From an optimization exercise on the open Yosys and OpenROAD flow, aimed at small area, a short achievable clock period and few clock cycles per item; shortcuts taken in it are not production practice.
The RTL was checked by simulation tests, not by an equivalence proof against the original design.

**design/flow/flow/run.sh**
```bash
#!/bin/bash
export SETUP_SLACK_MARGIN=7
bash standard.sh > standard.log 2>&1
```
**design/flow/standard.sh**
```bash
#!/bin/bash
# synth_recipe.tcl (not shown) runs the flow's synth.tcl, then flattens the netlist and writes it again
# the make line also repeats each setting of config.mk as NAME=value (left out here)
make -C /OpenROAD-flow-scripts/flow DESIGN_CONFIG=/design/flow/config.mk WORK_HOME=/design/flow/orfs CLKGATE_MAP_FILE= SYNTH_SCRIPT=/design/flow/synth_recipe.tcl "${@:-finish}"
```
**design/flow/design.v**
```verilog
package dfr_pkg;
    localparam int N_NODES     = 8;
    localparam int N_OUT       = 4;
    localparam int MAX_SAMPLES = 16;
    localparam int NODE_W      = 16;
    localparam int ACC_W       = 32;
    localparam int ADDR_W      = 8;
    localparam int WB_DATA_W   = 32;
    localparam int N_LANES     = 4;
    localparam int NPL         = N_NODES / N_LANES;
    localparam int NPL_W       = (NPL > 1) ? $clog2(NPL) : 1;
    localparam int NODE_IDX_W   = $clog2(N_NODES);
    localparam int SAMPLE_IDX_W = $clog2(MAX_SAMPLES);
    localparam int OUT_IDX_W    = $clog2(N_OUT);
    localparam int WEIGHT_IDX_W = $clog2(N_OUT * N_NODES);
    localparam int CNT_W        = 5;
    localparam int TOT_W        = CNT_W + 1;   
    localparam logic [ADDR_W-1:0] REG_CTRL     = 8'h00;
    localparam logic [ADDR_W-1:0] REG_STATUS   = 8'h01;
    localparam logic [ADDR_W-1:0] REG_INIT_CNT = 8'h02;
    localparam logic [ADDR_W-1:0] REG_MAIN_CNT = 8'h03;
    localparam logic [ADDR_W-1:0] OUT_BASE     = 8'h08;
    localparam logic [ADDR_W-1:0] MASK_BASE    = 8'h10;
    localparam logic [ADDR_W-1:0] SAMPLE_BASE  = 8'h20;
    localparam logic [ADDR_W-1:0] WEIGHT_BASE  = 8'h40;   
endpackage
import dfr_pkg::*;
module dfr_mac_lane (
    input  logic                        clk,
    input  logic                        iss_run,
    input  logic                        iss_zero,
    input  logic [NODE_W-1:0]           lane_mask,
    input  logic [NODE_W-1:0]           lane_weight,
    input  logic [NODE_W-1:0]           sample_u,
    input  logic [NODE_W-1:0]           node_bcast,
    input  logic                        wb_run,
    input  logic                        wb_rd,
    input  logic                        wb_s0,
    input  logic                        wb_first,
    input  logic [NPL_W-1:0]            wb_i,
    output logic [NODE_W-1:0]           node_new,
    output logic [NPL-1:0][NODE_W-1:0]  node_r,
    output logic [ACC_W-1:0]            out_sum
);
    logic [NODE_W-1:0]   node_old, a_sel, b_sel;
    logic [NODE_W-1:0]   a_q, b_q;
    logic [7:0][2:0]     b_enc;   
    logic [2*NODE_W-1:0] pp_s, pp_c, cs_s, cs_c;
    assign a_sel = iss_run ? lane_mask : (iss_zero ? '0 : node_bcast);
    assign b_sel = iss_run ? sample_u : lane_weight;
    dfr_booth_enc u_enc (
        .b   (b_q),
        .enc (b_enc)
    );
    dfr_booth_mul u_mul (
        .a   (a_q),
        .enc (b_enc),
        .s   (pp_s),
        .c   (pp_c)
    );
    always_ff @(posedge clk) begin
        a_q     <= a_sel;
        b_q     <= b_sel;
        cs_s    <= pp_s;   
        cs_c    <= pp_c;
    end
    always_comb begin
        logic [32:0] p_full;
        logic        ovf, cin4, flip;
        logic [17:0] h18, w, x17e, pre;
        node_old = wb_s0 ? '0 : node_r[wb_i];
        p_full   = {1'b0, cs_s} + {1'b0, cs_c};
        ovf      = !(p_full[31:20] == '0 || p_full[31:20] == '1);
        cin4     = (5'(cs_s[3:0]) + 5'(cs_c[3:0])) >> 4;
        h18      = 18'($signed(node_old) >>> 1);
        x17e     = 18'(cs_s[20:4]) + 18'(cs_c[20:4]) + 18'(cin4);
        w        = 18'(cs_s[20:4]) + 18'(cs_c[20:4]) + 18'(cin4) + h18;
        flip     = x17e[16] ^ x17e[17];
        pre      = {w[17] ^ flip, w[16:0]};
        if (ovf) node_new = p_full[31] ? 16'h8000 : 16'h7fff;
        else if (pre[17:15] == '0 || pre[17:15] == '1) node_new = pre[15:0];
        else node_new = pre[17] ? 16'h8000 : 16'h7fff;
    end
    always_ff @(posedge clk) begin
        for (int k = 0; k < NPL; k++) begin
            if (wb_run && wb_i == NPL_W'(k)) node_r[k] <= node_new;
        end
    end
    dfr_readout u_acc (
        .clk      (clk),
        .prod_s   (cs_s),
        .prod_c   (cs_c),
        .rd_v     (wb_rd),
        .rd_first (wb_first),
        .out_sum  (out_sum)
    );
endmodule
module dfr_booth_enc (
    input  logic [15:0]     b,
    output logic [7:0][2:0] enc
);
    logic [16:0] bx;
    assign bx = {b, 1'b0};
    always_comb begin
        for (int i = 0; i < 8; i++) begin
            logic [2:0] t;
            t      = bx[2*i +: 3];
            enc[i] = {t[2], (t == 3'b100) || (t == 3'b011), t[1] ^ t[0]};
        end
    end
endmodule
module dfr_booth_mul (
    input  logic [15:0]     a,
    input  logic [7:0][2:0] enc,
    output logic [31:0]     s,
    output logic [31:0]     c
);
    logic [8:0][31:0] row;
    logic [31:0]      negrow;
    logic [31:0]      s1, c1, s2, c2, s3, c3, s4, c4, s5, c5, s6, c6;
    always_comb begin
        negrow = 32'haaab_0000;   
        for (int i = 0; i < 8; i++) begin
            logic [16:0] m, x;
            m   = enc[i][0] ? {a[15], a} : (enc[i][1] ? {a, 1'b0} : 17'd0);
            x   = enc[i][2] ? ~m : m;
            row[i]      = 32'({~x[16], x[15:0]}) << (2 * i);
            negrow[2*i] = enc[i][2];
        end
        row[8] = negrow;
    end
    assign s1 = row[0] ^ row[1] ^ row[2];
    assign c1 = ((row[0] & row[1]) | (row[0] & row[2]) | (row[1] & row[2])) << 1;
    assign s2 = row[3] ^ row[4] ^ row[5];
    assign c2 = ((row[3] & row[4]) | (row[3] & row[5]) | (row[4] & row[5])) << 1;
    assign s3 = row[6] ^ row[7] ^ row[8];
    assign c3 = ((row[6] & row[7]) | (row[6] & row[8]) | (row[7] & row[8])) << 1;
    assign s4 = s1 ^ c1 ^ s2;
    assign c4 = ((s1 & c1) | (s1 & s2) | (c1 & s2)) << 1;
    assign s5 = c2 ^ s3 ^ c3;
    assign c5 = ((c2 & s3) | (c2 & c3) | (s3 & c3)) << 1;
    assign s6 = s4 ^ c4 ^ s5;
    assign c6 = ((s4 & c4) | (s4 & s5) | (c4 & s5)) << 1;
    assign s  = s6 ^ c6 ^ c5;
    assign c  = ((s6 & c6) | (s6 & c5) | (c6 & c5)) << 1;
endmodule
import dfr_pkg::*;
module dfr_readout (
    input  logic               clk,
    input  logic [ACC_W-1:0]   prod_s,
    input  logic [ACC_W-1:0]   prod_c,
    input  logic               rd_v,
    input  logic               rd_first,
    output logic [ACC_W-1:0]   out_sum
);
    logic [ACC_W-1:0] acc, s1, c1;
    assign acc = rd_first ? '0 : out_sum;
    assign s1  = prod_s ^ prod_c ^ acc;
    assign c1  = ((prod_s & prod_c) | (prod_s & acc) | (prod_c & acc)) << 1;
    always_ff @(posedge clk) begin
        if (rd_v) out_sum <= s1 + c1;   
    end
endmodule
import dfr_pkg::*;
module dfr_reservoir (
    input  logic                              clk,
    input  logic                              rst,
    input  logic                              iss_v,
    input  logic                              iss_run,
    input  logic                              iss_s0,
    input  logic                              iss_zero,
    input  logic                              iss_last,
    input  logic [NPL_W-1:0]                  iss_i,
    input  logic [NODE_IDX_W-1:0]             iss_k,
    input  logic [N_LANES-1:0][NODE_W-1:0]    lane_mask,
    input  logic [N_LANES-1:0][NODE_W-1:0]    lane_weight,
    input  logic [NODE_W-1:0]                 sample_u,
    output logic                              last_p1,
    output logic                              rd_last,
    output logic [N_OUT-1:0][ACC_W-1:0]       out_sums
);
    logic                 v1, run1, s01, first1, last1, v2, run2, s02, first2, last2;
    logic [NPL_W-1:0]     i1, i2;
    logic                 wb_run;
    logic [NODE_W-1:0]    node_bcast;
    logic [N_LANES-1:0][NODE_W-1:0]           node_new;
    logic [N_LANES-1:0][NPL-1:0][NODE_W-1:0]  node_r;
    always_ff @(posedge clk) begin
        if (rst) begin
            v1 <= 1'b0;
            v2 <= 1'b0;
        end else begin
            v1 <= iss_v;
            v2 <= v1;
        end
    end
    always_ff @(posedge clk) begin
        run1   <= iss_run;
        s01    <= iss_s0;
        first1 <= iss_k == '0;
        last1  <= iss_last;
        i1     <= iss_i;
        run2   <= run1;
        s02    <= s01;
        first2 <= first1;
        last2  <= last1;
        i2     <= i1;
    end
    assign last_p1 = v1 && last1;
    assign rd_last = v2 && last2;
    assign wb_run  = v2 && run2;
    always_comb begin
        logic [NODE_IDX_W-1:0] k;
        k = iss_k;
        if (wb_run && i2 == k[NPL_W-1:0] && NPL > 1) node_bcast = node_new[k / NPL];
        else if (wb_run && NPL == 1) node_bcast = node_new[k];
        else node_bcast = node_r[k / NPL][k % NPL];
    end
    for (genvar l = 0; l < N_LANES; l++) begin : g_lane
        dfr_mac_lane u_lane (
            .clk         (clk),
            .iss_run     (iss_run),
            .iss_zero    (iss_zero),
            .lane_mask   (lane_mask[l]),
            .lane_weight (lane_weight[l]),
            .sample_u    (sample_u),
            .node_bcast  (node_bcast),
            .wb_run      (wb_run),
            .wb_rd       (v2 && !run2),
            .wb_s0       (s02),
            .wb_first    (first2),
            .wb_i        (i2),
            .node_new    (node_new[l]),
            .node_r      (node_r[l]),
            .out_sum     (out_sums[l])
        );
    end
endmodule
import dfr_pkg::*;
module dfr_core_controller (
    input  logic                    clk,
    input  logic                    rst,
    input  logic                    start,       
    input  logic [CNT_W-1:0]        init_cnt,
    input  logic [CNT_W-1:0]        main_cnt,
    input  logic                    last_p1,     
    input  logic                    last_wb,     
    output logic                    core_busy,
    output logic                    stat_done,
    output logic                    iss_v,
    output logic                    iss_run,
    output logic                    iss_s0,      
    output logic                    iss_zero,    
    output logic                    iss_last,
    output logic [NPL_W-1:0]        iss_i,
    output logic [NODE_IDX_W-1:0]   iss_k,
    output logic [SAMPLE_IDX_W-1:0] sample_idx
);
    localparam logic [1:0] IDLE = 2'd0, RUN = 2'd1, READ = 2'd3;
    logic [1:0]       phase;
    logic [TOT_W-1:0] rem;
    logic             i_last;
    assign i_last    = NPL == 1 || iss_i == NPL_W'(NPL - 1);
    assign iss_v     = phase == RUN || phase == READ;
    assign iss_run   = phase == RUN;
    assign iss_last  = phase == READ && iss_k == NODE_IDX_W'(N_NODES - 1);
    assign stat_done = !core_busy || last_wb || last_p1;
    always_ff @(posedge clk) begin
        if (rst) begin
            phase      <= IDLE;
            core_busy  <= 1'b0;
            rem        <= '0;
            iss_i      <= '0;
            iss_k      <= '0;
            iss_s0     <= 1'b0;
            iss_zero   <= 1'b0;
            sample_idx <= '0;
        end else begin
            if (last_wb) core_busy <= 1'b0;
            case (phase)
                IDLE: begin
                    if (start) begin
                        core_busy  <= 1'b1;
                        iss_i      <= '0;
                        iss_k      <= '0;
                        iss_s0     <= 1'b1;
                        sample_idx <= '0;
                        rem        <= TOT_W'(init_cnt) + TOT_W'(main_cnt);
                        iss_zero   <= main_cnt == '0;
                        phase      <= main_cnt == '0 ? READ : RUN;
                    end
                end
                RUN: begin
                    iss_i <= i_last ? '0 : iss_i + 1'b1;
                    if (i_last) begin
                        iss_s0     <= 1'b0;
                        sample_idx <= sample_idx + 1'b1;
                        rem        <= rem - 1'b1;
                        if (rem == TOT_W'(1)) phase <= READ;
                    end
                end
                READ: begin
                    iss_k <= iss_k + 1'b1;
                    if (iss_last) phase <= IDLE;
                end
                default: phase <= IDLE;
            endcase
        end
    end
endmodule
import dfr_pkg::*;
module dfr_wb_regs (
    input  logic                              clk,
    input  logic                              rst,
    input  logic                              wb_cyc,
    input  logic                              wb_stb,
    input  logic                              wb_we,
    input  logic [ADDR_W-1:0]                 wb_adr,
    input  logic [WB_DATA_W-1:0]              wb_dat_w,
    output logic [WB_DATA_W-1:0]              wb_dat_r,
    output logic                              wb_ack,
    input  logic                              core_busy,
    input  logic                              stat_done,
    output logic                              start,
    output logic [CNT_W-1:0]                  init_cnt,
    output logic [CNT_W-1:0]                  main_cnt,
    input  logic [NPL_W-1:0]                  iss_i,
    input  logic [NODE_IDX_W-1:0]             iss_k,
    input  logic [SAMPLE_IDX_W-1:0]           sample_idx,
    output logic [N_LANES-1:0][NODE_W-1:0]    lane_mask,     
    output logic [N_LANES-1:0][NODE_W-1:0]    lane_weight,   
    output logic [NODE_W-1:0]                 sample_u,      
    input  logic [N_OUT-1:0][ACC_W-1:0]       out_sums
);
    logic [NODE_W-1:0]    mask_mem   [N_NODES];
    logic [NODE_W-1:0]    sample_mem [MAX_SAMPLES];
    logic [NODE_W-1:0]    weight_mem [N_OUT * N_NODES];
    logic                 req, wr, mem_wr;
    logic                 in_mask, in_sample, in_weight;
    logic [WB_DATA_W-1:0] rd;
    logic [NPL_W-1:0]        msel;
    logic [NODE_IDX_W-1:0]   wsel;
    logic [SAMPLE_IDX_W-1:0] ssel;
    assign req    = wb_cyc && wb_stb && !wb_ack;   
    assign wr     = req && wb_we;
    assign mem_wr = wr && !core_busy;
    assign start  = wr && wb_adr == REG_CTRL && wb_dat_w[0] && !core_busy;   
    assign in_mask   = wb_adr[7:3] == 5'b00010;
    assign in_sample = wb_adr[7:4] == 4'b0010;
    assign in_weight = wb_adr[7:5] == 3'b010;
    always_ff @(posedge clk) begin
        if (rst) begin
            wb_ack   <= 1'b0;
            init_cnt <= '0;
            main_cnt <= '0;
        end else begin
            wb_ack <= req;
            if (mem_wr && wb_adr == REG_INIT_CNT) init_cnt <= wb_dat_w[CNT_W-1:0];
            if (mem_wr && wb_adr == REG_MAIN_CNT) main_cnt <= wb_dat_w[CNT_W-1:0];
        end
    end
    always_ff @(posedge clk) begin
        if (mem_wr && in_mask) mask_mem[wb_adr[2:0]] <= wb_dat_w[NODE_W-1:0];
        if (mem_wr && in_sample) sample_mem[wb_adr[3:0]] <= wb_dat_w[NODE_W-1:0];
        if (mem_wr && in_weight) weight_mem[wb_adr[4:0]] <= wb_dat_w[NODE_W-1:0];
    end
    assign msel = core_busy ? iss_i : wb_adr[NPL_W-1:0];
    assign wsel = core_busy ? iss_k : wb_adr[2:0];
    assign ssel = core_busy ? sample_idx : wb_adr[3:0];
    always_comb begin
        for (int l = 0; l < N_LANES; l++) begin
            lane_mask[l]   = mask_mem[l * NPL + int'(msel)];
            lane_weight[l] = weight_mem[l * N_NODES + int'(wsel)];
        end
    end
    assign sample_u = sample_mem[ssel];
    always_comb begin
        rd = '0;
        case (wb_adr[7:4])
            4'h0: begin
                if (wb_adr[3]) begin
                    if (!wb_adr[2]) rd = out_sums[wb_adr[1:0]];
                end else begin
                    case (wb_adr[2:0])
                        3'd1:    rd = WB_DATA_W'({stat_done, !stat_done});
                        3'd2:    rd = WB_DATA_W'(init_cnt);
                        3'd3:    rd = WB_DATA_W'(main_cnt);
                        default: rd = '0;
                    endcase
                end
            end
            4'h1:       if (!wb_adr[3]) rd = WB_DATA_W'(lane_mask[wb_adr[2:NPL_W]]);
            4'h2:       rd = WB_DATA_W'(sample_u);
            4'h4, 4'h5: rd = WB_DATA_W'(lane_weight[wb_adr[4:3]]);
            default:    rd = '0;
        endcase
    end
    always_ff @(posedge clk) wb_dat_r <= rd;
endmodule
import dfr_pkg::*;
module dfr_top (
    input  logic                 clk,
    input  logic                 rst,
    input  logic                 wb_cyc,
    input  logic                 wb_stb,
    input  logic                 wb_we,
    input  logic [ADDR_W-1:0]    wb_adr,
    input  logic [WB_DATA_W-1:0] wb_dat_w,
    output logic [WB_DATA_W-1:0] wb_dat_r,
    output logic                 wb_ack
);
    logic                           start, core_busy, stat_done;
    logic                           iss_v, iss_run, iss_last, iss_s0, iss_zero;
    logic                           last_p1, rd_last;
    logic [NPL_W-1:0]               iss_i;
    logic [NODE_IDX_W-1:0]          iss_k;
    logic [SAMPLE_IDX_W-1:0]        sample_idx;
    logic [CNT_W-1:0]               init_cnt, main_cnt;
    logic [N_LANES-1:0][NODE_W-1:0] lane_mask, lane_weight;
    logic [NODE_W-1:0]              sample_u;
    logic [N_OUT-1:0][ACC_W-1:0]    out_sums;
    dfr_wb_regs u_regs (.*);
    dfr_core_controller u_ctrl (
        .*,
        .last_wb (rd_last)
    );
    dfr_reservoir u_res (.*);
endmodule
```
**design/flow/config.mk**
```make
export PLATFORM = sky130hd
export DESIGN_NAME = dfr_top
export DESIGN_NICKNAME = dfr_top
export VERILOG_FILES = /design/flow/design.v
export SDC_FILE = /design/flow/constraint.sdc
export NUM_CORES = 4
export LEC_CHECK = 0
export CAP_MARGIN = 20
export CORE_MARGIN = 2
export CORE_UTILIZATION = 40
export SLEW_MARGIN = 20
```
**design/flow/constraint.sdc**
```tcl
create_clock -name core_clock -period 12.5 [get_ports {clk}]
set_input_delay 2.5000 -clock core_clock [delete_from_list [all_inputs] [get_ports {clk}]]
set_output_delay 2.5000 -clock core_clock [all_outputs]
set_load 0.01 [all_outputs]
```
==> results of run 1 <==
worst min path at each step:
stage                   end  slack (ns)  depth (start not counted)    startpoint
6_report       u_res.first2        0.34                          0  u_res.first1
5_1_grt        u_res.first2        0.34                          0  u_res.first1
4_1_cts          u_res.run2        0.34                          0    u_res.run1
3_5_place_dp     u_res.run2        0.32                          0    u_res.run1
3_3_place_gp     u_res.run2        0.31                          0    u_res.run1
2_1_floorplan  u_res.first2        0.31                          0  u_res.first1
flip-flops by register name (all words and copies together), names as in the netlist, 6 cells and up:
signal	cells
u_res.g_lane.u_lane.b_q	64
u_res.g_lane.u_lane.u_acc.out_sum	128
u_regs.weight_mem	512
u_regs.sample_mem	256
u_regs.mask_mem	128
u_regs.wb_dat_r	32
u_res.g_lane.u_lane.cs_s	128
u_res.g_lane.u_lane.a_q	64
u_ctrl.rem	6
u_res.g_lane.u_lane.cs_c	112
u_res.g_lane.u_lane.node_r	128
layout by cell type, fill, tap and decap left out, types with 46 or more instances in the layout:
master | Yosys | routed
nor2_1 | 448 | 422
a22oi_1 | 424 | 424
o21a_1 | 69 | 67
a31oi_1 | 53 | 46
nand2b_1 | 52 | 50
clkbuf_16 | 0 | 180
mux2i_1 | 255 | 250
nand2_1 | 349 | 345
edfxtp_1 | 1152 | 1152
xnor2_1 | 590 | 578
buf_4 | 4 | 211
inv_1 | 500 | 497
and3_1 | 50 | 48
ha_1 | 603 | 589
nor2b_1 | 165 | 163
dfxtp_1 | 442 | 425
xor2_1 | 168 | 162
o21ai_0 | 335 | 297
nor3_1 | 84 | 79
mux4_2 | 284 | 284
a21o_1 | 105 | 104
o21ai_2 | 2 | 48
fa_1 | 457 | 454
o31ai_1 | 60 | 57
nand3_1 | 64 | 64
a21oi_1 | 369 | 348
area by class of cell:
| cell class | instances | area, sq um |
|---|---|---|
| Timing Repair Buffer | 292 | 2530 |
| Antenna cell | 13 | 32.5 |
| Tap cell | 3220 | 4030 |
| Inverter | 521 | 1970 |
| Fill cell | 22300 | 135000 |
| Sequential cell | 1594 | 43500 |
| Clock inverter | 94 | 1030 |
| Multi-Input combinational cell | 5581 | 52900 |
| Clock buffer | 229 | 4790 |
repair_timing:
item,in CTS,in global routing
cloned,5,1
endpoints found under the setup margin,349,188
setup buffers,57,28
pin swaps,49,61
gates resized for setup,191,146
layer usage:
| layer | vias to the layer above | part of all wire [%] | track usage [%] |
|---|---|---|---|
| met3 | 583 | 7.5 | 4.47 |
| met4 | 22 | 5.5 | 11.8 |
| met5 | - | 0.049 | 0 |
| met2 | 2641 | 45 | 37.6 |
| met1 | 33900 | 42 | 32.4 |
| li1 | 29900 | - | - |
cells by family (layout without fill, tap and decap cells):
kind of cell,count (synthesis),after routing,share of synthesized area (%)
AOI/OAI and AO/OA,1792,1794,12.1
DFF,1594,1594,43.9
and+or+nand+nor,1415,1416,6.98
adders and majority gates,1060,1060,16.9
buffers and inverters,1032,1136,4.18
xor gates and xnor gates,761,761,6.77
muxes,550,550,9.23
other,0,13,0
==> out/qor.csv, run 1 <==
metric;value;unit
numCtsBuffers;175;
fin_nets;9270;
clk_pin_slew;0.06;ns
fin_crit;5.54;ns
seq_area_frac_synth;43.9;%
ys_seq_elements;1594;
cp_num_buf_inv;6;
status;finished clean;
antenna_found_initial;26;
drv_cap;0;
wirelength;307;mm
synthFlopType;edfxtp_1;
grt_pass1_vias;66900;
worstSetupEndpoint;u_res.g_lane[2].u_lane.a_q[12];
tightestPinTransition;1.19;ns
vias;67100;
dp_cells;11100;
die_w;501;um
numClockSinks;1594;
yosysMostFrequentCell;edfxtp_1;
path_class;flop to flop;
dpl_cell_area;0.103;sq mm
final_core_util;45.0;%
synth_top_area_share;35.0;%
ant_nets;0;
reg2reg_slack;6.96;ns
synthTopCellsByCount;edfxtp_1, ha_1, xnor2_1;
slew_headroom;20.8;%
htree_levels;4;
finalSetupViolations;0;
synthCells;8204;
io_pins;78;
vias_per_cell;5.81;
crit_start;u_res.g_lane[3].u_lane.cs_c[2];
synth_edf_count;1152;
grt_max_degree;101;
start_kind;flop;
setup_ws;6.96;ns
dp_slack;5.21;ns
postCtsHoldBufs;0;
synth.area.top_cells;edfxtp_1, fa_1, dfxtp_1, ha_1, mux4_2;
cts-root-buf;clkbuf_16;
core;0.246;sq mm
r2r_cells;27;
grt_overflow;0;
ys.warnings.count;7;
syn_area;0.0990;sq mm
rr_startpoint;u_res.g_lane[3].u_lane.cs_c[2];
port_buffers;61;
yosys.area.top_type;edfxtp_1;
initial_core_util;40.2;%
drtIter0Drc;6720;
path_common_cell;buf_4;
rsz0062_at_grt;yes;
min_path_type;flop to flop;
dp_hpwl;227;mm
syn-num-nets;9309;
die-height;501;um
first_pass_iters;6;
gp_congestion;0.934;
worstReg2RegEnd;u_res.g_lane[2].u_lane.a_q[12];
crit_path_end_kind;flop;
clkLatencyLatePin;0.85;ns
hold-worst-slack;0.338;ns
grt.total_usage;24.2;%
syn_avg_cell_area;12.1;sq um
crit_cells;27;
drc;0;
synthArstFlopShare;0;%
cts_buffer_depth;3;
critPathTopFamily;compound AO/OA/AOI/OAI gates;
tns;0;ns
wl_per_cell;26.6;um
yosysUniqueCellTypes;128;
std_cell_rows;182;
hold_viol;0;
slew_viol_final;0;
cp.required;13.18;ns
fin_cells;11500;
arrival;6.22;ns
crit_path_top_delay_cell;dfxtp_4;
period_share;44.3;%
area_growth;11.9;%
max_freq;180;MHz
fin_area;0.111;sq mm
cts_tree;built;
max_stage_delay;0.36;ns
crit_fanout;9;
grt_pass1_wl;451;mm
drive_above_1_share;13.9;%
finClkSkew;0.0738;ns
die_area;0.251;sq mm
Testbench counts, summed over its fixed seeds: cycles 16,820, jobs 256.
==> inputs of run 2 (changes only) <==
--- a/design/flow/design.v
+++ b/design/flow/design.v
@@ -35,2 +35,4 @@
     input  logic [NODE_W-1:0]           node_bcast,
+    input  logic                        node_byp,     
+    input  logic [NODE_W-1:0]           node_new_0,
     input  logic                        wb_run,
@@ -39,3 +41,2 @@
     input  logic                        wb_first,
-    input  logic [NPL_W-1:0]            wb_i,
     output logic [NODE_W-1:0]           node_new,
@@ -48,3 +49,3 @@
     logic [2*NODE_W-1:0] pp_s, pp_c, cs_s, cs_c;
-    assign a_sel = iss_run ? lane_mask : (iss_zero ? '0 : node_bcast);
+    assign a_sel = node_byp ? node_new_0 : (iss_run ? lane_mask : (iss_zero ? '0 : node_bcast));
     assign b_sel = iss_run ? sample_u : lane_weight;
@@ -70,3 +71,3 @@
         logic [17:0] h18, w, x17e, pre;
-        node_old = wb_s0 ? '0 : node_r[wb_i];
+        node_old = wb_s0 ? '0 : node_r[0];
         p_full   = {1'b0, cs_s} + {1'b0, cs_c};
@@ -84,4 +85,5 @@
     always_ff @(posedge clk) begin
-        for (int k = 0; k < NPL; k++) begin
-            if (wb_run && wb_i == NPL_W'(k)) node_r[k] <= node_new;
+        if (wb_run) begin
+            for (int k = 0; k < NPL - 1; k++) node_r[k] <= node_r[k+1];
+            node_r[NPL-1] <= node_new;
         end
@@ -182,3 +184,2 @@
     logic                 v1, run1, s01, first1, last1, v2, run2, s02, first2, last2;
-    logic [NPL_W-1:0]     i1, i2;
     logic                 wb_run;
@@ -201,3 +202,2 @@
         last1  <= iss_last;
-        i1     <= iss_i;
         run2   <= run1;
@@ -206,3 +206,2 @@
         last2  <= last1;
-        i2     <= i1;
     end
@@ -211,9 +210,3 @@
     assign wb_run  = v2 && run2;
-    always_comb begin
-        logic [NODE_IDX_W-1:0] k;
-        k = iss_k;
-        if (wb_run && i2 == k[NPL_W-1:0] && NPL > 1) node_bcast = node_new[k / NPL];
-        else if (wb_run && NPL == 1) node_bcast = node_new[k];
-        else node_bcast = node_r[k / NPL][k % NPL];
-    end
+    assign node_bcast = node_r[iss_k / NPL][iss_k % NPL];
     for (genvar l = 0; l < N_LANES; l++) begin : g_lane
@@ -227,2 +220,4 @@
             .node_bcast  (node_bcast),
+            .node_byp    (wb_run && !iss_run),
+            .node_new_0  (node_new[0]),
             .wb_run      (wb_run),
@@ -231,3 +226,2 @@
             .wb_first    (first2),
-            .wb_i        (i2),
             .node_new    (node_new[l]),
==> run 2 against run 1 <==
Net effect:
- via count shrank 2.3%
- critical path depth fell by 18
- final cell count shrank 2.1%
- flip-flop and latch count is 2 lower
- utilization decreased by 0.40 points
- area after synthesis shrank 1.3%
- register-to-register slack better by 0.19 ns
- die area shrank 1.2%
- cell area is 2.1% lower
- critical endpoint is now u_regs.wb_dat_r[14]
==> out/qor.csv, run 2 <==
metric;value;unit;change
status;finished clean;;
ant_nets;0;;unchanged
yosysUniqueCellTypes;110;;-14%
final.fill_count;21900;;-1.8%
synthCells;8001;;-2.5%
max_freq;187;MHz;+3.5%
numClockSinks;1592;;-0.13%
initial_core_util;40.2;%;about the same
setup_ws;7.15;ns;+0.188 ns
drv_cap;0;;unchanged
start_kind;input port;;
io_pins;78;;unchanged
syn_area;0.0977;sq mm;-1.3%
wirelength;295;mm;-4.0%
path_class;input port to flop;;
fin_area;0.108;sq mm;-2.1%
synth.area.top_cells;edfxtp_1, fa_1, dfxtp_1, ha_1, mux4_2;;
min_path_type;flop to flop;;
period_share;42.8;%;-1.5 points
drtIter0Drc;7269;;+8.2%
cts_buffer_depth;3;;unchanged
htree_levels;4;;unchanged
gp_congestion;0.966;;+3.4%
dp_hpwl;213;mm;-5.9%
met2WireLength;128;mm;-7.8%
crit_path_end_kind;flop;;
std_cell_rows;181;;-0.55%
tightestPinTransition;1.16;ns;-0.0235 ns
grt.total_usage;23.4;%;-0.79 points
cp.required;13.19;ns;about the same
wl_per_cell;26.1;um;-2.0%
finClkSkew;0.0455;ns;-0.0283 ns
layout_commonest_cell;edfxtp_1;;
layout_common_cells;edfxtp_1, ha_1, xnor2_1;;
synthArstFlopShare;0;%;unchanged
fin_nets;9046;;-2.4%
numCtsBuffers;176;;+0.57%
ys.warnings.count;7;;unchanged
fin_crit;5.35;ns;-0.188 ns
grt_pass1_vias;64400;;-3.8%
grt_max_degree;129;;+28%
grt_pass1_wl;433;mm;-4.0%
core;0.243;sq mm;-1.2%
syn-num-nets;9106;;-2.2%
slew_headroom;22.1;%;+1.4 points
drc;0;;unchanged
ys_seq_elements;1592;;-0.13%
port_buffers;61;;unchanged
final_core_util;44.6;%;-0.40 points
arrival;6.04;ns;-0.18 ns
die-height;498;um;-0.63%
reg2reg_slack;7.15;ns;+0.19 ns
die_area;0.248;sq mm;-1.2%
dp_slack;5.70;ns;+0.494 ns
yosys.area.top_type;edfxtp_1;;
seq_area_frac_synth;44.4;%;+0.52 points
dpl_cell_area;0.102;sq mm;-0.97%
synthTopCellsByCount;edfxtp_1, ha_1, xnor2_1;;
largest_register_ffs;512;;unchanged
finalSetupViolations;0;;unchanged
vias;65500;;-2.3%
hold_viol;0;;unchanged
slew_viol_final;0;;unchanged
postCtsHoldBufs;0;;unchanged
clkLatencyLatePin;0.85;ns;about the same
synth_top_area_share;35.4;%;+0.44 points
met3WireLength;25.3;mm;+9.6%
synthFlopType;edfxtp_1;;
wl_met1;126;mm;-1.7%
tns;0;ns;unchanged
first_pass_iters;7;;+1
syn_avg_cell_area;12.2;sq um;+1.2%
synth_edf_count;1152;;unchanged
grt_overflow;0;;unchanged
dr.max_layer_used;met5;;
rsz0062_at_grt;no;;
cts_tree;built;;
die_w;498;um;-0.63%
area_growth;10.9;%;
vias_per_cell;5.79;;-0.29%
yosysMostFrequentCell;edfxtp_1;;
cts-root-buf;clkbuf_16;;
clk_pin_slew;0.06;ns;about the same
crit_fanout;40;;+31
antenna_found_initial;21;;-19%
drive_above_1_share;11.9;%;-2.0 points
[run 2: changes by cell type after synthesis, sizes merged, moves of 10 or more]
| cell | before | now |
|---|---|---|
| buf | 138 | 118 |
| inv | 513 | 526 |
| mux2i | 255 | 194 |
| nand2 | 350 | 362 |
| nor2 | 449 | 370 |
| nor2b | 165 | 208 |
| nor3 | 90 | 100 |
| o21a | 70 | 40 |
| o21ai | 394 | 244 |
| o221ai | 8 | 55 |
| or2 | 19 | 32 |
[run 2: final cells by class]
class	instances	area, sq um	area share [%]
inverters	534	2010	1.86
clock buffers	232	4830	4.45
multi-input cells	5389	51000	47.0
repair buffers	248	2220	2.05
diodes	10	25.0	0.0231
flip-flops and latches	1592	43400	40.1
well taps	3202	4010	3.70
clock inverters	99	905	0.834
[run 2: repair_timing]
| action | in CTS | in global routing |
|---|---|---|
| gates resized for setup | 56 | 75 |
| gates cloned | 0 | 2 |
| buffers inserted | 15 | 21 |
| hold endpoints to repair | 0 | 0 |
| endpoints found under the setup margin | 253 | 191 |
| pin swaps | 15 | 25 |
[run 2: worst paths after layout]
check | start | end | depth (start not counted)
max | wb_adr[2] | u_regs.wb_dat_r[14] | 9
min | u_res.s01 | u_res.s02 | 0
max reg2reg | u_res.g_lane[2].u_lane.b_q[7] | u_res.g_lane[2].u_lane.cs_s[18] | 12
min reg2reg | u_res.s01 | u_res.s02 | 0
[run 2: logic make-up (layout without fill, tap and decap cells)]
family	after synthesis	in the layout	share of synthesized area (%)
flops	1592	1592	44.4
fa+ha+maj	1060	1060	17.1
mux	490	490	8.72
compound gates	1670	1670	11.8
simple gates	1416	1416	7.18
buf+inv	1020	1113	4.01
other cells	0	10	0
xor+xnor	753	753	6.79
[run 2: metal layers]
layer  global-route usage (%)  vias up
li1                         -    29200
met1                     32.9    33000
met2                     34.8     2853
met3                     4.47      439
met4                     10.8        2
met5                        0        -
[run 2: metrics by stage]
| stage | std cells | hold slack (ns) |
|---|---|---|
| after global placement | 10900 | 0.311 |
| after floorplan | 8001 | 0.310 |
| after detailed placement | 10900 | 0.312 |
| after global routing | 11300 | 0.322 |
| final | 11300 | 0.325 |
| after CTS | 11300 | 0.323 |
[run 2: worst max-delay path: stages]
cell and delay, ns:
clkdlybuf4s50_1 0.40, buf_4 0.28, nor2b_1 0.27, a21oi_4 0.13, buf_4 0.49, buf_6 0.61
mux2i_1 0.60, mux4_2 0.46, o21ai_0 0.12
Testbench counts of run 2, summed over its fixed seeds: cycles 16,820, jobs 256.
==> inputs of run 3 (changes only) <==
--- a/design/flow/design.v
+++ b/design/flow/design.v
@@ -29,2 +29,3 @@
     input  logic                        clk,
+    input  logic                        idle,
     input  logic                        iss_run,
@@ -34,2 +35,4 @@
     input  logic [NODE_W-1:0]           sample_u,
+    input  logic [NODE_W-1:0]           lane_mask0,
+    input  logic [NODE_W-1:0]           sample0,
     input  logic [NODE_W-1:0]           node_bcast,
@@ -37,3 +40,4 @@
     input  logic [NODE_W-1:0]           node_new_0,
-    input  logic                        wb_run,
+    input  logic                        wb1_run,    
+    input  logic                        wb_run,     
     input  logic                        wb_rd,
@@ -49,4 +53,5 @@
     logic [2*NODE_W-1:0] pp_s, pp_c, cs_s, cs_c;
-    assign a_sel = node_byp ? node_new_0 : (iss_run ? lane_mask : (iss_zero ? '0 : node_bcast));
-    assign b_sel = iss_run ? sample_u : lane_weight;
+    assign a_sel = node_byp ? node_new_0 :
+                   (idle ? lane_mask0 : (iss_run ? lane_mask : (iss_zero ? '0 : node_bcast)));
+    assign b_sel = idle ? sample0 : (iss_run ? sample_u : lane_weight);
     dfr_booth_enc u_enc (
@@ -67,16 +72,23 @@
     end
+    logic               ovf_q, sign_q, ovf, sign;
+    logic signed [16:0] x_q, x;
     always_comb begin
-        logic [32:0] p_full;
-        logic        ovf, cin4, flip;
-        logic [17:0] h18, w, x17e, pre;
+        logic [31:0] p;
+        p    = cs_s + cs_c;
+        ovf  = !(p[31:20] == '0 || p[31:20] == '1);
+        sign = p[31];
+        x    = p[20:4];
+    end
+    always_ff @(posedge clk) begin
+        if (wb1_run) begin
+            ovf_q  <= ovf;
+            sign_q <= sign;
+            x_q    <= x;
+        end
+    end
+    always_comb begin
+        logic signed [17:0] pre;
         node_old = wb_s0 ? '0 : node_r[0];
-        p_full   = {1'b0, cs_s} + {1'b0, cs_c};
-        ovf      = !(p_full[31:20] == '0 || p_full[31:20] == '1);
-        cin4     = (5'(cs_s[3:0]) + 5'(cs_c[3:0])) >> 4;
-        h18      = 18'($signed(node_old) >>> 1);
-        x17e     = 18'(cs_s[20:4]) + 18'(cs_c[20:4]) + 18'(cin4);
-        w        = 18'(cs_s[20:4]) + 18'(cs_c[20:4]) + 18'(cin4) + h18;
-        flip     = x17e[16] ^ x17e[17];
-        pre      = {w[17] ^ flip, w[16:0]};
-        if (ovf) node_new = p_full[31] ? 16'h8000 : 16'h7fff;
+        pre      = 18'(x_q) + 18'($signed(node_old) >>> 1);
+        if (ovf_q) node_new = sign_q ? 16'h8000 : 16'h7fff;
         else if (pre[17:15] == '0 || pre[17:15] == '1) node_new = pre[15:0];
@@ -169,2 +181,4 @@
     input  logic                              rst,
+    input  logic                              idle,
+    input  logic                              pre_v,
     input  logic                              iss_v,
@@ -179,2 +193,4 @@
     input  logic [NODE_W-1:0]                 sample_u,
+    input  logic [N_LANES-1:0][NODE_W-1:0]    lane_mask0,
+    input  logic [NODE_W-1:0]                 sample0,
     output logic                              last_p1,
@@ -184,2 +200,3 @@
     logic                 v1, run1, s01, first1, last1, v2, run2, s02, first2, last2;
+    logic                 v3, s03;
     logic                 wb_run;
@@ -192,5 +209,7 @@
             v2 <= 1'b0;
+            v3 <= 1'b0;
         end else begin
-            v1 <= iss_v;
+            v1 <= iss_v || pre_v;
             v2 <= v1;
+            v3 <= v2 && run2;
         end
@@ -198,4 +217,4 @@
     always_ff @(posedge clk) begin
-        run1   <= iss_run;
-        s01    <= iss_s0;
+        run1   <= iss_run || pre_v;
+        s01    <= iss_s0 || pre_v;
         first1 <= iss_k == '0;
@@ -206,2 +225,3 @@
         last2  <= last1;
+        s03    <= s02;
     end
@@ -209,3 +229,3 @@
     assign rd_last = v2 && last2;
-    assign wb_run  = v2 && run2;
+    assign wb_run  = v3;
     assign node_bcast = node_r[iss_k / NPL][iss_k % NPL];
@@ -214,2 +234,3 @@
             .clk         (clk),
+            .idle        (idle),
             .iss_run     (iss_run),
@@ -219,2 +240,4 @@
             .sample_u    (sample_u),
+            .lane_mask0  (lane_mask0[l]),
+            .sample0     (sample0),
             .node_bcast  (node_bcast),
@@ -222,5 +245,6 @@
             .node_new_0  (node_new[0]),
+            .wb1_run     (v2 && run2),
             .wb_run      (wb_run),
             .wb_rd       (v2 && !run2),
-            .wb_s0       (s02),
+            .wb_s0       (s03),
             .wb_first    (first2),
@@ -243,2 +267,4 @@
     output logic                    stat_done,
+    output logic                    idle,        
+    output logic                    pre_v,       
     output logic                    iss_v,
@@ -252,3 +278,3 @@
 );
-    localparam logic [1:0] IDLE = 2'd0, RUN = 2'd1, READ = 2'd3;
+    localparam logic [1:0] IDLE = 2'd0, RUN = 2'd1, GAP = 2'd2, READ = 2'd3;
     logic [1:0]       phase;
@@ -257,2 +283,4 @@
     assign i_last    = NPL == 1 || iss_i == NPL_W'(NPL - 1);
+    assign idle      = phase == IDLE;
+    assign pre_v     = idle && start && main_cnt != '0;
     assign iss_v     = phase == RUN || phase == READ;
@@ -277,3 +305,3 @@
                         core_busy  <= 1'b1;
-                        iss_i      <= '0;
+                        iss_i      <= NPL_W'(1);   
                         iss_k      <= '0;
@@ -292,5 +320,6 @@
                         rem        <= rem - 1'b1;
-                        if (rem == TOT_W'(1)) phase <= READ;
+                        if (rem == TOT_W'(1)) phase <= GAP;
                     end
                 end
+                GAP: phase <= READ;   
                 READ: begin
@@ -326,2 +355,4 @@
     output logic [NODE_W-1:0]                 sample_u,      
+    output logic [N_LANES-1:0][NODE_W-1:0]    lane_mask0,    
+    output logic [NODE_W-1:0]                 sample0,       
     input  logic [N_OUT-1:0][ACC_W-1:0]       out_sums
@@ -370,2 +401,6 @@
     assign sample_u = sample_mem[ssel];
+    assign sample0  = sample_mem[0];
+    always_comb begin
+        for (int l = 0; l < N_LANES; l++) lane_mask0[l] = mask_mem[l * NPL];
+    end
     always_comb begin
@@ -406,3 +441,3 @@
     logic                           start, core_busy, stat_done;
-    logic                           iss_v, iss_run, iss_last, iss_s0, iss_zero;
+    logic                           idle, pre_v, iss_v, iss_run, iss_last, iss_s0, iss_zero;
     logic                           last_p1, rd_last;
@@ -413,3 +448,4 @@
     logic [N_LANES-1:0][NODE_W-1:0] lane_mask, lane_weight;
-    logic [NODE_W-1:0]              sample_u;
+    logic [NODE_W-1:0]              sample_u, sample0;
+    logic [N_LANES-1:0][NODE_W-1:0] lane_mask0;
     logic [N_OUT-1:0][ACC_W-1:0]    out_sums;
==> design/flow/flow/run.sh (replaced) <==
#!/bin/bash
export SETUP_SLACK_MARGIN=8
bash standard.sh > standard.log 2>&1
--- a/design/flow/config.mk
+++ b/design/flow/config.mk
@@ -10,2 +10,4 @@
 export CORE_UTILIZATION = 40
+export CTS_CLUSTER_DIAMETER = 100
+export CTS_CLUSTER_SIZE = 20
 export SLEW_MARGIN = 20
==> run 3 against run 2 <==
Net effect:
- sequential share of layout area up 0.97 points
- critical path type unchanged
- setup slack improved by 0.84 ns
- still clean
- non-clock buffer count is 89 higher
- flip-flop and latch count grew 78
- final cell count is 4.1% higher
- critical endpoint is now u_res.g_lane[3].u_lane.b_q[0]
- clock skew rose by 0.013 ns
==> out/qor.csv, run 3 <==
metric;value;unit;change
initial_core_util;40.2;%;about the same
syn_area;0.100;sq mm;+2.5%
die_area;0.254;sq mm;+2.5%
largest_register_ffs;512;;unchanged
period_share;36.1;%;-6.7 points
rsz0062_at_grt;yes;;
crit_path_end_kind;flop;;
path_class;input port to flop;;
slew_headroom;22.2;%;+0.064 points
clkLatencyLatePin;0.83;ns;-0.02 ns
drc;0;;unchanged
grt_pass1_vias;64100;;-0.41%
tightestPinTransition;1.17;ns;+0.00334 ns
cp.required;13.14;ns;-0.05 ns
synthArstFlopShare;0;%;unchanged
fin_crit;4.51;ns;-0.842 ns
reg2reg_slack;8.08;ns;+0.93 ns
wl_per_cell;25.1;um;-3.7%
r2r_cells;13;;+1
hold_viol;0;;unchanged
synthTopCellsByCount;edfxtp_1, inv_1, xnor2_1;;
grt_max_degree;107;;-17%
rr_startpoint;u_res.g_lane[2].u_lane.b_q[3];;
yosys.area.top_type;edfxtp_1;;
yosysMostFrequentCell;edfxtp_1;;
first_pass_iters;5;;-2
max_freq;222;MHz;+19%
finClkSkew;0.0588;ns;+0.0133 ns
cts-root-buf;clkbuf_16;;
synth_edf_count;1228;;+6.6%
cts_tree;built;;
core;0.249;sq mm;+2.4%
min_path_type;flop to flop;;
htree_levels;3;;-1
layout_commonest_cell;edfxtp_1;;
fin_nets;9433;;+4.3%
synth_top_area_share;36.8;%;+1.4 points
arrival;5.15;ns;-0.89 ns
drtIter0Drc;7136;;-1.8%
drive_above_1_share;13.1;%;+1.1 points
synth.area.top_cells;edfxtp_1, fa_1, dfxtp_1, ha_1, mux4_2;;
grt.total_usage;22.6;%;-0.74 points
finalSetupViolations;0;;unchanged
numClockSinks;1670;;+4.9%
status;finished clean;;
ant_nets;0;;unchanged
vias;66000;;+0.85%
die-height;504;um;+1.2%
ys.warnings.count;7;;unchanged
numCtsBuffers;103;;-41%
whs_path_depth;0;;unchanged
seq_area_frac_synth;45.7;%;+1.2 points
cts_buffer_depth;3;;unchanged
clk_pin_slew;0.08;ns;+0.02 ns
crit_fanout;10;;-75%
syn_avg_cell_area;12.0;sq um;-1.8%
grt_pass1_wl;431;mm;-0.47%
synthCells;8350;;+4.4%
drv_cap;0;;unchanged
synthFlopType;edfxtp_1;;
layout_common_cells;edfxtp_1, inv_1, xnor2_1;;
std_cell_rows;183;;+1.1%
vias_per_cell;5.61;;-3.1%
dp_hpwl;212;mm;-0.50%
grt_overflow;0;;unchanged
syn-num-nets;9451;;+3.8%
wirelength;296;mm;+0.15%
ys_seq_elements;1670;;+4.9%
gp_congestion;0.919;;-4.9%
tns;0;ns;unchanged
io_pins;78;;unchanged
port_buffers;61;;unchanged
worstHoldStart;u_res.first1;;
slew_viol_final;0;;unchanged
antenna_found_initial;26;;+24%
final_core_util;44.8;%;+0.19 points
holdPathEnd;u_res.first2;;
start_kind;input port;;
die_w;504;um;+1.2%
area_growth;11.4;%;
yosysUniqueCellTypes;94;;-15%
worstReg2RegEnd;u_res.g_lane[2].u_lane.cs_s[14];;
==> run 3: critical path, cell delays in order <==
cell and delay, ns:
buf_6 0.14, buf_16 0.14, nor2b_4 0.15, a21oi_4 0.17
buf_12 0.16, buf_16 0.16, mux4_2 0.51, and2_1 0.22
a211oi_4 0.29, a31oi_2 0.12, a22oi_2 0.39, o21ai_0 0.19
==> run 3: logic make-up (layout without fill, tap and decap cells) <==
group | after synthesis | in the layout | share of synthesized area (%)
compound gates | 1632 | 1633 | 10.8
mux | 460 | 460 | 8.37
other cells | 0 | 12 | 0
flops | 1670 | 1670 | 45.7
fa+ha+maj | 1056 | 1056 | 16.6
buf+inv | 1386 | 1457 | 5.22
simple gates | 1383 | 1383 | 6.70
xor+xnor | 763 | 763 | 6.67
==> run 3: worst max-delay path by stage <==
stage / end / from / slack [ns]
finish: u_res.g_lane[3].u_lane.b_q[0] / wb_adr[0] / 7.99
detailed placement: u_res.g_lane[1].u_lane.b_q[6] / wb_adr[0] / 5.33
global placement: u_res.g_lane[1].u_lane.b_q[6] / wb_adr[0] / 5.39
CTS: u_regs.weight_mem[13][13] / wb_stb / 7.70
global route: u_res.g_lane[2].u_lane.a_q[11] / u_res.s03 / 7.99
floorplan: u_regs.weight_mem[0][0] / wb_stb / 7.62
==> run 3: routing by layer <==
layer / vias to the layer above / global-route usage [%] / part of all wire, %
met1: 33300 / 32.0 / 43
met4: 4 / 10.5 / 5.4
met2: 2648 / 34.0 / 44
li1: 29700 / - / -
met3: 420 / 3.62 / 7.7
met5: - / 0 / 0.0085
==> run 3: what timing repair did <==
item / CTS / global route
pin swaps: 69 / 51
cloned: 9 / 2
endpoints found under the setup margin: 1111 / 769
hold buffers: 0 / 0
setup buffers: 119 / 54
gates resized for setup: 276 / 122
==> run 3: final cells by class <==
cell class / count / area, sq um
clock inverters: 27 / 424
well taps: 3330 / 4170
diodes: 12 / 30.0
flip-flops and latches: 1670 / 45700
inverters: 925 / 3490
clock buffers: 168 / 2860
repair buffers: 337 / 3710
fillers: 22500 / 137000
multi-input cells: 5295 / 51100
==> run 3: through the flow <==
step	hold WS (ns)	area (sq um)	setup slack [ns]	instances
6_report	0.327	112000	7.99	11800
5_1_grt	0.331	111000	7.99	11800
4_1_cts	0.328	110000	7.70	11700
3_5_place_dp	0.312	104000	5.33	11400
3_3_place_gp	0.310	104000	5.39	11400
2_1_floorplan	0.310	101000	7.62	8350
Testbench counts of run 3, summed over its fixed seeds: cycles 16,820, jobs 256.
==> inputs of run 4 (changes only) <==
--- a/design/flow/config.mk
+++ b/design/flow/config.mk
@@ -10,4 +10,2 @@
 export CORE_UTILIZATION = 40
-export CTS_CLUSTER_DIAMETER = 100
-export CTS_CLUSTER_SIZE = 20
 export SLEW_MARGIN = 20
==> run 4 against run 3 <==
Net effect:
- final cell count increased by 1.1%
- utilization increased by 1.1 points
- via count increased by 0.68%
- routed wire length increased by 0.79%
- worst hold slack got worse by 0.0025 ns
- first-iteration DRC count increased by 1.4%
- sequential share of layout area decreased by 0.95 points
- critical endpoint is now u_res.g_lane[2].u_lane.b_q[0]
- highest routed layer unchanged
==> out/qor.csv, run 4 <==
metric;value;unit;change
status;finished clean;;
syn_avg_cell_area;12.0;sq um;unchanged
numClockSinks;1670;;unchanged
synth_top_family_by_area;adder cells;;
synthFlopType;edfxtp_1;;
grt_max_degree;107;;unchanged
yosysUniqueCellTypes;94;;unchanged
vias_per_cell;5.59;;-0.40%
antenna_found_initial;24;;-7.7%
grt_pass1_vias;65100;;+1.6%
port_buffers;61;;unchanged
cts-root-buf;clkbuf_16;;
syn-num-nets;9451;;unchanged
yosys.area.top_type;edfxtp_1;;
fin_nets;9490;;+0.60%
synth-simple-area-share;6.70;%;unchanged
crit_fanout;19;;+9
grt.total_usage;22.9;%;+0.25 points
synthTopCellsByCount;edfxtp_1, inv_1, xnor2_1;;
synth-compound-area-share;10.8;%;unchanged
syn_area;0.100;sq mm;unchanged
die-height;504;um;unchanged
synth_edf_count;1228;;unchanged
drv_cap;0;;unchanged
arrival;5.22;ns;+0.07 ns
initial_core_util;40.2;%;unchanged
cts_buffer_depth;3;;unchanged
finalSetupViolations;0;;unchanged
dp_cells;11400;;unchanged
clkLatencyLatePin;0.88;ns;+0.05 ns
path_class;input port to flop;;
slew_headroom;23.3;%;+1.1 points
synth.area.mux_share;8.37;%;unchanged
synth_top_area_share;36.8;%;unchanged
drtIter0Drc;7239;;+1.4%
start_kind;input port;;
finClkSkew;0.0822;ns;+0.0233 ns
yosysMostFrequentCell;edfxtp_1;;
grt_overflow;0;;unchanged
cp.required;13.19;ns;+0.05 ns
std_cell_rows;183;;unchanged
fin_cells;11900;;+1.1%
postCtsHoldBufs;0;;unchanged
hold_viol;0;;unchanged
period_share;36.3;%;+0.18 points
area_growth;14.0;%;
die_area;0.254;sq mm;unchanged
crit_path_end_kind;flop;;
max_freq;221;MHz;-0.49%
drive_above_1_share;14.4;%;+1.3 points
gp_congestion;0.919;;unchanged
seq_area_frac_synth;45.7;%;unchanged
dp_hpwl;212;mm;unchanged
layout_commonest_cell;edfxtp_1;;
die_w;504;um;unchanged
clk_pin_slew;0.06;ns;-0.02 ns
synth_xor_area_share;6.67;%;unchanged
cts_tree;built;;
wirelength;298;mm;+0.79%
whs_path_depth;0;;unchanged
tns;0;ns;unchanged
first_pass_iters;6;;+1
core;0.249;sq mm;unchanged
numCtsBuffers;182;;+77%
r2r_cells;11;;-2
ys_seq_elements;1670;;unchanged
rsz0062_at_grt;yes;;
vias;66500;;+0.68%
synth.area.top_cells;edfxtp_1, fa_1, dfxtp_1, ha_1, mux4_2;;
largest_register_ffs;512;;unchanged
synth_fa_ha_area_share;16.6;%;unchanged
min_path_type;flop to flop;;
slew_viol_final;0;;unchanged
htree_levels;4;;+1
tightestPinTransition;1.15;ns;-0.0171 ns
drc;0;;unchanged
io_pins;78;;unchanged
synthCells;8350;;unchanged
ant_nets;0;;unchanged
ys.warnings.count;7;;unchanged
wl_per_cell;25.0;um;-0.30%
layout_common_cells;edfxtp_1, inv_1, xnor2_1;;
grt_pass1_wl;435;mm;+0.98%
fin_crit;4.53;ns;+0.0222 ns
synthArstFlopShare;0;%;unchanged
==> run 4: final timing paths <==
kind / from / to / slack (ns)
hold / removal: u_res.first1 / u_res.first2 / 0.32
setup / recovery: wb_adr[0] / u_res.g_lane[2].u_lane.b_q[0] / 7.97
hold reg to reg: u_res.first1 / u_res.first2 / 0.32
setup reg to reg: u_res.g_lane[2].u_lane.b_q[9] / u_res.g_lane[2].u_lane.cs_s[16] / 8.10
==> run 4: timing repair <==
action | in CTS | in global routing
cloned | 11 | 2
pin swaps | 69 | 32
setup buffers | 102 | 47
gates resized for setup | 294 | 93
setup endpoints to repair | 1055 | 605
hold endpoints to repair | 0 | 0
==> run 4: cells by family (layout without fill, tap and decap cells) <==
group | count (synthesis) | in the layout
DFF | 1670 | 1670
AOI/OAI and AO/OA | 1632 | 1633
buffers and inverters | 1386 | 1582
and+or+nand+nor | 1383 | 1384
adders and majority gates | 1056 | 1056
xor gates and xnor gates | 763 | 763
muxes | 460 | 460
other | 0 | 14
==> run 4: routing by layer <==
layer / GRT usage, % / part of all wire (%) / routed length, um / vias to the layer above
met3: 4.48 / 8.3 / 24600 / 476
met2: 34.4 / 43 / 129000 / 2845
met4: 10.8 / 5.5 / 16300 / 8
met5: 0 / 0.018 / 54 / -
li1: - / - / - / 29900
met1: 31.8 / 43 / 127000 / 33300
==> run 4: metrics by stage <==
stage               setup WS, ns  hold slack [ns]  util (%)  cell area [sq um]
floorplan                   7.62            0.310         -             101000
global placement            5.39            0.310      41.8             104000
detailed placement          5.33            0.312      41.9             104000
CTS                         7.76            0.325      45.5             113000
global route                7.97            0.328      45.9             114000
finish                      7.97            0.325      45.9             114000
==> run 4: area by class of cell <==
type | instances | area (sq um)
Sequential cell | 1670 | 45800
Timing Repair Buffer | 314 | 3540
Clock buffer | 240 | 5060
Clock inverter | 103 | 1130
Multi-Input combinational cell | 5296 | 51000
Inverter | 925 | 3490
Antenna cell | 14 | 35.0
Tap cell | 3330 | 4170
Fill cell | 22300 | 135000
==> run 4: critical path, cell delays in order <==
cell,delay [ns]
buf_6,0.15
buf_16,0.16
nor2b_4,0.15
a21oi_4,0.17
buf_12,0.15
buf_12,0.10
buf_16,0.19
mux4_2,0.53
a211oi_2,0.36
a31oi_1,0.17
a22oi_2,0.37
o21ai_0,0.20
==> inputs of run 5 (changes only) <==
==> design/flow/flow/run.sh (replaced) <==
#!/bin/bash
export SETUP_SLACK_MARGIN=8.5
bash standard.sh > standard.log 2>&1
--- a/design/flow/config.mk
+++ b/design/flow/config.mk
@@ -10,2 +10,4 @@
 export CORE_UTILIZATION = 40
+export CTS_CLUSTER_DIAMETER = 100
+export CTS_CLUSTER_SIZE = 25
 export SLEW_MARGIN = 20
==> run 5 against run 4 <==
Net effect:
- global-route usage up 0.38 points
- clock-buffer cell count decreased by 103
- still clean on timing, DRC and antenna
- sequential share of layout area fell by 1.0 points
- setup slack better by 0.15 ns
==> out/qor.csv, run 5 <==
metric;value;unit;change
slew_viol_final;0;;unchanged
synthTopCellsByCount;edfxtp_1, inv_1, xnor2_1;;
status;finished clean;;
yosysUniqueCellTypes;94;;unchanged
fin_crit;4.38;ns;-0.154 ns
tightestPinTransition;1.19;ns;+0.0351 ns
core;0.249;sq mm;unchanged
wirelength;307;mm;+3.2%
clk_pin_slew;0.10;ns;+0.04 ns
largest_register_ffs;512;;unchanged
numCtsBuffers;89;;-51%
syn_area;0.100;sq mm;unchanged
start_kind;input port;;
holdPathEnd;u_res.first2;;
synthArstFlopShare;0;%;unchanged
drc;0;;unchanged
synthCells;8350;;unchanged
drtIter0Drc;7423;;+2.5%
postCtsHoldBufs;0;;unchanged
drv_cap;0;;unchanged
die-height;504;um;unchanged
crit_fanout;6;;-13
die_area;0.254;sq mm;unchanged
finalSetupViolations;0;;unchanged
synth.area.top_cells;edfxtp_1, fa_1, dfxtp_1, ha_1, mux4_2;;
grt_max_degree;129;;+21%
finClkSkew;0.0624;ns;-0.0198 ns
grt_pass1_vias;65900;;+1.3%
dpl_cell_area;0.105;sq mm;+0.33%
initial_core_util;40.2;%;unchanged
ant_nets;0;;unchanged
period_share;35.0;%;-1.2 points
max_freq;228;MHz;+3.5%
htree_levels;3;;-1
whs_path_depth;0;;unchanged
ys.warnings.count;7;;unchanged
slew_headroom;21.0;%;-2.3 points
antenna_found_initial;24;;unchanged
fin_nets;9681;;+2.0%
tns;0;ns;unchanged
path_class;input port to flop;;
syn_avg_cell_area;12.0;sq um;unchanged
synthFlopType;edfxtp_1;;
layout_common_cells;edfxtp_1, inv_1, xnor2_1;;
final_core_util;47.2;%;+1.3 points
dp_hpwl;211;mm;-0.77%
die_w;504;um;unchanged
clkLatencyLatePin;0.81;ns;-0.07 ns
vias;67800;;+1.9%
first_pass_iters;8;;+2
synth_top_area_share;36.8;%;unchanged
ys_seq_elements;1670;;unchanged
reg2reg_slack;8.35;ns;+0.25 ns
layout_commonest_cell;edfxtp_1;;
crit_start;wb_adr[0];;
hold_viol;0;;unchanged
fin_area;0.118;sq mm;+2.9%
rr_startpoint;u_res.first2;;
crit_path_end_kind;flop;;
cts_tree;built;;
std_cell_rows;183;;unchanged
worstReg2RegEnd;u_res.g_lane[1].u_lane.u_acc.out_sum[29];;
cts-root-buf;clkbuf_16;;
port_buffers;61;;unchanged
grt.total_usage;23.3;%;+0.38 points
area_growth;17.3;%;
cts_buffer_depth;3;;unchanged
vias_per_cell;5.65;;+1.0%
grt_pass1_wl;442;mm;+1.6%
cp.required;13.16;ns;-0.03 ns
synth_edf_count;1228;;unchanged
arrival;5.04;ns;-0.18 ns
seq_area_frac_synth;45.7;%;unchanged
numClockSinks;1670;;unchanged
gp_congestion;0.935;;+1.7%
grt_overflow;0;;unchanged
syn-num-nets;9451;;unchanged
r2r_cells;17;;+6
rsz0062_at_grt;yes;;
min_path_type;flop to flop;;
yosysMostFrequentCell;edfxtp_1;;
wl_per_cell;25.6;um;+2.3%
io_pins;78;;unchanged
drive_above_1_share;20.2;%;+5.7 points
worstHoldStart;u_res.first1;;
yosys.area.top_type;edfxtp_1;;
[run 5: cell counts after synthesis]
No cell type changed its count.
[run 5: per-stage QoR]
stage                     std cells  hold slack [ns]  worst slack [ns]
after floorplan                8350            0.310              7.92
after global routing          12000            0.347              8.15
final                         12000            0.331              8.12
after detailed placement      11400            0.312              5.43
after CTS                     11900            0.331              8.24
after global placement        11400            0.313              5.48
[run 5: what timing repair did]
item | CTS | global route
endpoints found under the setup margin | 1435 | 1024
gates resized for setup | 783 | 308
pin swaps | 219 | 183
gates cloned | 25 | 17
setup buffers | 302 | 103
[run 5: logic make-up after synthesis]
logic type                 synth area share (%)
DFF                                        45.7
xor gates and xnor gates                   6.67
and+or+nand+nor                            6.70
AOI/OAI and AO/OA                          10.8
adders and majority gates                  16.6
buffers and inverters                      5.22
muxes                                      8.37
[run 5: how the worst max path moves through the flow]
stage,to,cells after the start,slack [ns]
6_report,u_res.g_lane[3].u_lane.b_q[15],14,8.12
5_1_grt,u_res.g_lane[2].u_lane.b_q[14],14,8.15
3_3_place_gp,u_res.g_lane[3].u_lane.b_q[13],12,5.48
2_1_floorplan,u_regs.sample_mem[6][0],4,7.92
3_5_place_dp,u_res.g_lane[0].u_lane.b_q[13],12,5.43
4_1_cts,u_regs.wb_dat_r[10],13,8.24
[run 5: final cells by class]
cell class,instances,area [sq um]
clock buffer,137,2450
clock inverter,31,537
timing repair buffer,598,7160
multi-input combinational,5296,53800
antenna,11,27.5
tap,3330,4170
fill,21900,131000
inverter,925,3530
sequential,1670,45900
[run 5: layer usage]
layer / share of wire [%] / vias to the layer above / GRT usage [%]
met5: 0.0094 / - / 0
met4: 6.1 / 6 / 11.7
met3: 8.6 / 471 / 3.98
met2: 44 / 2981 / 35.5
met1: 41 / 34100 / 31.9
li1: - / 30200 / -
[run 5: worst max-delay path, cell delays in order]
cell	delay (ns)
buf_16	0.11
buf_16	0.13
nor2b_4	0.14
a21oi_4	0.18
buf_12	0.18
buf_6	0.12
buf_16	0.12
mux4_2	0.50
and2_4	0.20
a211oi_4	0.31
a31oi_4	0.08
a22oi_2	0.20
buf_6	0.16
o21ai_1	0.09

==> what the ideal ports hide <==
The results above use ideal ports. As a check the final layouts listed here were re-extracted and re-timed, cells and wires unchanged.
Step 1 assumes that a clkbuf_16 drives the clock port and a buf_2 every other input.
Step 2, shift: input delay + t, output delay - t, t = (earliest + latest rising clock arrival at the registers) / 2. This alone moves slack from input paths to output paths.
Slacks: no drivers / after step 1 / after step 2; pairs: no drivers / after step 1.
run | t, ns | slack for setup (ns) | worst setup path at the end | worst register clock-pin slew, ns
run 1 | 0.912 | 6.959 / 6.959 / 6.148 | input to register | 0.07 / 0.07
run 2 | 0.918 | 7.147 / 7.149 / 6.295 | input to register | 0.07 / 0.07
run 3 | 0.902 | 7.989 / 7.933 / 7.084 | input to register | 0.09 / 0.09
run 4 | 0.934 | 7.967 / 7.951 / 7.066 | input to register | 0.07 / 0.07
run 5 | 0.878 | 8.121 / 8.153 / 7.275 | input to register | 0.11 / 0.11
After both steps every run listed still meets setup and hold. For run 3, which loses most, drivers alone change the setup slack by -0.056 ns; drivers and shift together by -0.905 ns.
